This is an optimization exercise on Yosys and OpenROAD, whose aim is small area and few clock cycles per item, not a production implementation. In this exercise RTL edits were held to simulation tests only and were not proved equivalent to the original. Power and IR drop assume default switching activity.

## job 7646
Design xy_stepper_line_interpolator, start of the top module:
module xy_stepper_line_interpolator #(
  parameter int unsigned POS_BITS = 24
) (
  input  logic                       clk_i,
  input  logic                       rst_ni,
  input  logic                       s_axis_tvalid,
  output logic                       s_axis_tready,
  input  logic [((2*POS_BITS+7)/8)*8-1:0] s_axis_tdata,
  input  logic [1:0]                 s_axis_tuser,
  output logic                       m_axis_tvalid,
  input  logic                       m_axis_tready,
  output logic [((2*POS_BITS+6+7)/8)*8-1:0] m_axis_tdata,
  input  logic                       cfg_valid_i,
  output logic                       cfg_ready_o,
  input  logic [1:0]                 cfg_index_i,
  input  logic [POS_BITS-2:0]        cfg_data_i
);
  localparam int unsigned OUT_BITS = ((2*POS_BITS+6+7)/8)*8;
  logic                       s_fire;
  logic                       m_vld_q, wr_q, core_busy, core_planned;
  logic                       x_pol, y_pol;
  logic [POS_BITS-2:0]        x_lim, y_lim;
  xyli_pkg::flags_t           flags;
  logic signed [POS_BITS-1:0] pos_x, pos_y;
  assign s_axis_tready = (!m_vld_q || m_axis_tready) && !core_busy && !wr_q;
  assign s_fire        = s_axis_tvalid && s_axis_tready;
  assign cfg_ready_o   = 1'b1;
  always_ff @(posedge clk_i or negedge rst_ni) begin
    if (!rst_ni) begin
      m_vld_q <= 1'b0;
      wr_q    <= 1'b0;
    end else begin
      m_vld_q <= (s_fire && !s_axis_tuser[0]) || core_planned || (m_vld_q && !m_axis_tready);
      wr_q    <= cfg_valid_i;
    end
  end
  xyli_cfg #(
    .POS_BITS (POS_BITS)
  ) u_cfg (
    .clk_i      (clk_i),
    .rst_ni     (rst_ni),
    .wr_en_i    (cfg_valid_i),
    .wr_index_i (xyli_pkg::cfg_reg_e'(cfg_index_i)),
    .wr_data_i  (cfg_data_i),
    .x_pol_o    (x_pol),
    .y_pol_o    (y_pol),
    .x_lim_o    (x_lim),
    .y_lim_o    (y_lim)
  );
  xyli_core #(
    .POS_BITS (POS_BITS)
  ) u_core (
    .clk_i   (clk_i),
    .rst_ni  (rst_ni),
    .en_i    (s_fire),
    .busy_o    (core_busy),
    .planned_o (core_planned),
    .op_i    (xyli_pkg::op_e'(s_axis_tuser[0])),
    .rel_i   (s_axis_tuser[1]),
  ...
clock: 9.0 ns
lec_check: 0
cap_margin: 20
core_margin: 2
core_utilization: 40
slew_margin: 20
standard.sh (not shown) runs the stock make flow with config.mk's settings and CLKGATE_MAP_FILE= SYNTH_SCRIPT=/design/flow/synth_recipe.tcl, a recipe that flattens the netlist after the stock synthesis.
==> flow/flow/run.sh <==
#!/bin/bash
# The standard layout (the standard.sh), with the port buffers that ORFS puts on every
# input and output made the smallest buffer cell instead of the delay buffer it picks itself.
set -e
export BUFFER_PORTS_ARGS="-buffer_cell sky130_fd_sc_hd__buf_1"
bash standard.sh > standard.log 2>&1
Testbench counts of job 7646, summed over its fixed seeds: cycles 24,928, items 24,276.
Input-level comparison between job 986 and job 7646:
==> flow/run.sh (new file) <==
#!/bin/bash
# synth_recipe.tcl (not shown) runs the flow's synth.tcl, then flattens the netlist and writes it again
# the make line also repeats each setting of config.mk as NAME=value (left out here)
make -C /OpenROAD-flow-scripts/flow DESIGN_CONFIG=/design/flow/config.mk WORK_HOME=/design/flow/orfs CLKGATE_MAP_FILE= SYNTH_SCRIPT=/design/flow/synth_recipe.tcl finish
removed: flow/flow/run.sh
removed: flow/standard.sh
--- outcome ---
| clock share of power | higher: job 986 |. When job 986 is measured against job 7646, its cell area turns out 5.0% higher. In the metrics for job 7646 and job 986, the one carrying the higher worst supply voltage drop on vdd is job 7646.
Here is what was changed in the inputs of job 3768 compared with job 986.
# job 986
export LEC_CHECK = 0
export CAP_MARGIN = 20
export CORE_MARGIN = 2
export CORE_UTILIZATION = 40
export SLEW_MARGIN = 20
create_clock -name core_clock -period 9.0 [get_ports {clk_i}]
# job 3768
export LEC_CHECK = 0
export CAP_MARGIN = 20
export CORE_MARGIN = 2
export CORE_UTILIZATION = 60
export SLEW_MARGIN = 20
create_clock -name core_clock -period 9.0 [get_ports {clk_i}]
==> flow/flow/run.sh (new file) <==
#!/bin/bash
# The standard layout (the standard.sh), with the port buffers that ORFS puts on every
# input and output made the smallest buffer cell instead of the delay buffer it picks itself.
set -e
export BUFFER_PORTS_ARGS="-buffer_cell sky130_fd_sc_hd__buf_1"
bash standard.sh > standard.log 2>&1
==> flow/standard.sh (new file) <==
#!/bin/bash
# synth_recipe.tcl (not shown) runs the flow's synth.tcl, then flattens the netlist and writes it again
# the make line also repeats each setting of config.mk as NAME=value (left out here)
make -C /OpenROAD-flow-scripts/flow DESIGN_CONFIG=/design/flow/config.mk WORK_HOME=/design/flow/orfs CLKGATE_MAP_FILE= SYNTH_SCRIPT=/design/flow/synth_recipe.tcl "${@:-finish}"
removed: flow/run.sh
Findings:
Job 986 was larger in final cell area than job 3768. Of job 3768 and job 986, it is job 3768 that has the higher post-route clock period utilization. Looking at core area across both flows, job 3768 is the stronger of the two, with job 986 trailing. Changes observed in job 3768 relative to job 986: final-layout non-clock buffer area share decreased 4.2 points, via count decreased about 0.6%, clock network fraction of design power increased 1.3 points, share of the final layout cell area in sequential cells increased 1.6 points. Taking job 986 as 1.0, job 3768 lands at 0.929 on detailed-route wire length on metal 1. Of job 3768 and job 986, the run reporting the higher global-route wire length before repair was job 986.

========
## the previous run
xy_stepper_line_interpolator, a different RTL version from the one above (not shown whole).
For scale: roughly 1500 cells after synthesis, ~140 I/O pins.
clock: 9.0 ns
lec_check: 0
cap_margin: 20
core_margin: 2
core_utilization: 50
cts_buf_list: sky130_fd_sc_hd__clkbuf_8
cts_cluster_diameter: 80
cts_cluster_size: 15
slew_margin: 20
==> flow/flow/run.sh <==
#!/bin/bash
# The standard layout (the standard.sh), with the port buffers that ORFS puts on every
# input and output made the smallest buffer cell instead of the delay buffer it picks itself.
set -e
export BUFFER_PORTS_ARGS="-buffer_cell sky130_fd_sc_hd__buf_1"
bash standard.sh > standard.log 2>&1
The previous run | status: complete | timing, DRC, antenna: pass
Testbench counts of the previous run, summed over its fixed seeds: cycles 24,928, items 24,276.
#### Input delta (the current run over the previous run)
- changing CTS_CLUSTER_SIZE from 15 to 10
- changing CTS_CLUSTER_DIAMETER from 80 to 60
- changing CTS_BUF_LIST from sky130_fd_sc_hd__clkbuf_8 to sky130_fd_sc_hd__clkbuf_4
- changing CORE_UTILIZATION from 50 to 40
Results
- In the current run, clock skew is higher than in the previous run.
- [compare] base=the previous run new=the current run: register share of the cell area moved down, final-layout clock buffer total increased by 22 relative to the old numbers, width of the die went up by 22 um.
- Slack of the critical path is lower on the previous run
- Compared with the previous run, the current run is hungrier on power.
- Measured against the current run, the largest net degree at the start of global routing of the previous run comes out at 1.09 times the reference value.
- Lower count of nets after finishing goes to the previous run over the current run.

========
xy_stepper_line_interpolator again, from the RTL that the note above started with.
Design xy_stepper_line_interpolator, start of the top module:
module xy_stepper_line_interpolator #(
  parameter int unsigned POS_BITS = 24
) (
  input  logic                       clk_i,
  input  logic                       rst_ni,
  input  logic                       s_axis_tvalid,
  output logic                       s_axis_tready,
  input  logic [((2*POS_BITS+7)/8)*8-1:0] s_axis_tdata,
  input  logic [1:0]                 s_axis_tuser,
  output logic                       m_axis_tvalid,
  input  logic                       m_axis_tready,
  output logic [((2*POS_BITS+6+7)/8)*8-1:0] m_axis_tdata,
  input  logic                       cfg_valid_i,
  output logic                       cfg_ready_o,
  input  logic [1:0]                 cfg_index_i,
  input  logic [POS_BITS-2:0]        cfg_data_i
);
  localparam int unsigned OUT_BITS = ((2*POS_BITS+6+7)/8)*8;
  logic                       s_fire;
  logic                       m_vld_q, wr_q, core_busy, core_planned;
  logic                       x_pol, y_pol;
  logic [POS_BITS-2:0]        x_lim, y_lim;
  xyli_pkg::flags_t           flags;
  logic signed [POS_BITS-1:0] pos_x, pos_y;
  assign s_axis_tready = (!m_vld_q || m_axis_tready) && !core_busy && !wr_q;
  assign s_fire        = s_axis_tvalid && s_axis_tready;
  ...
export LEC_CHECK = 0
export CAP_MARGIN = 20
export CORE_MARGIN = 2
export CORE_UTILIZATION = 40
export CTS_BUF_LIST = sky130_fd_sc_hd__clkbuf_8
export CTS_CLUSTER_DIAMETER = 80
export CTS_CLUSTER_SIZE = 15
export PLACE_DENSITY = 0.8
export SLEW_MARGIN = 20
create_clock -name core_clock -period 9.0 [get_ports {clk_i}]
Scripts as last shown in full above: flow/flow/run.sh
The baseline finished clean.
Testbench counts at the start, summed over its fixed seeds: cycles 24,928, items 24,276.
Then changed:
--- a/flow/config.mk
+++ b/flow/config.mk
@@ -6,4 +6,5 @@
 export NUM_CORES = 4
 export LEC_CHECK = 0
+export ABC_AREA = 1
 export CAP_MARGIN = 20
 export CORE_MARGIN = 2
@@ -12,4 +13,3 @@
 export CTS_CLUSTER_DIAMETER = 80
 export CTS_CLUSTER_SIZE = 15
-export PLACE_DENSITY = 0.8
 export SLEW_MARGIN = 20
What happened: Global-route usage goes up by 0.95 points. Via count goes up by 8.0%. Design area goes down by 1.7%. Power goes down by 14%. Cell count goes up by 14%.
Then changed:
--- a/flow/config.mk
+++ b/flow/config.mk
@@ -6,5 +6,4 @@
 export NUM_CORES = 4
 export LEC_CHECK = 0
-export ABC_AREA = 1
 export CAP_MARGIN = 20
 export CORE_MARGIN = 2
What happened: The new run completed without violations; cell area went up by 1.7%; non-clock buffer count went up by 17; fmax went down by 0.42%; die area went up by about 0.4%; critical path depth went down by 10; synthesized cell count went down by 18%; power went up by 15%; hold slack gains 0.013 ns.
Then changed:
--- a/flow/config.mk
+++ b/flow/config.mk
@@ -6,5 +6,6 @@
 export NUM_CORES = 4
 export LEC_CHECK = 0
-export CAP_MARGIN = 20
+export ABC_AREA = 1
+export CAP_MARGIN = 5
 export CORE_MARGIN = 2
 export CORE_UTILIZATION = 40
@@ -12,3 +13,3 @@
 export CTS_CLUSTER_DIAMETER = 80
 export CTS_CLUSTER_SIZE = 15
-export SLEW_MARGIN = 20
+export SLEW_MARGIN = 5
The new run produced a clean layout.
Via count grows by 11%.
Utilization shrinks by 0.71 points.
Power shrinks by 13%.
Synthesized cell count grows by 22%.
Clock power grows by about 1%.
Worst setup slack gains 0.053 ns.
Register-to-register slack gains 0.05 ns.
Hold slack loses 0.013 ns.
Wire length grows by 4.2%.
Final cell count grows by 14%.
Clock skew grows by 0.022 ns.

[static timing again, ports no longer ideal]
The flow's constraints put no driver on any port. The routed layouts listed below were extracted and timed again, unchanged, in two steps.
Step 1 sets driving cells, clkbuf_16 on the clock port and buf_2 on the other inputs (assumed; they add their load-dependent delay and slew).
Step 2 moves the port delays by t, midway between the first and last clock arrival at a register: inputs arrive t later, outputs are due t later. That takes back most of the time a late clock gives input paths.
Three values: ideal, step 1, step 2; two values: the first two.
| run | t, ns | setup slack, ns | hold WS [ns] | clock arrival spread, ns | cell pins on the clock port's net |
|---|---|---|---|---|---|
| job 7646 | 0.595 | 0.296 / 0.296 / 0.221 | 0.476 / 0.476 / 0.476 | 0.022 / 0.023 | 1 |
| job 986 | 0.615 | 0.311 / 0.311 / 0.145 | 0.483 / 0.483 / 0.483 | 0.020 / 0.021 | 1 |
| job 3768 | 0.587 | 0.286 / 0.286 / 0.211 | 0.480 / 0.480 / 0.480 | 0.033 / 0.033 | 1 |
| the previous run | 0.603 | 0.442 / 0.442 / 0.116 | 0.492 / 0.492 / 0.492 | 0.028 / 0.027 | 1 |
| the current run | 0.769 | 0.506 / 0.506 / 0.055 | 0.491 / 0.491 / 0.491 | 0.042 / 0.042 | 1 |
| the first run of note 3 | 0.583 | 0.458 / 0.458 / -0.056 | 0.492 / 0.492 / 0.492 | 0.037 / 0.037 | 1 |
| the second run of note 3 | 0.599 | 0.512 / 0.512 / 0.057 | 0.477 / 0.477 / 0.477 | 0.037 / 0.036 | 1 |
| the third run of note 3 | 0.583 | 0.477 / 0.477 / 0.018 | 0.490 / 0.490 / 0.490 | 0.019 / 0.019 | 1 |
| the fourth run of note 3 | 0.601 | 0.530 / 0.530 / 0.063 | 0.477 / 0.477 / 0.477 | 0.040 / 0.040 | 1 |
Met with ideal ports but missed after step 2: setup timing in the first run of note 3. For the first run of note 3, which loses most, drivers alone change the setup slack by 0.000 ns; drivers and shift together by -0.514 ns.
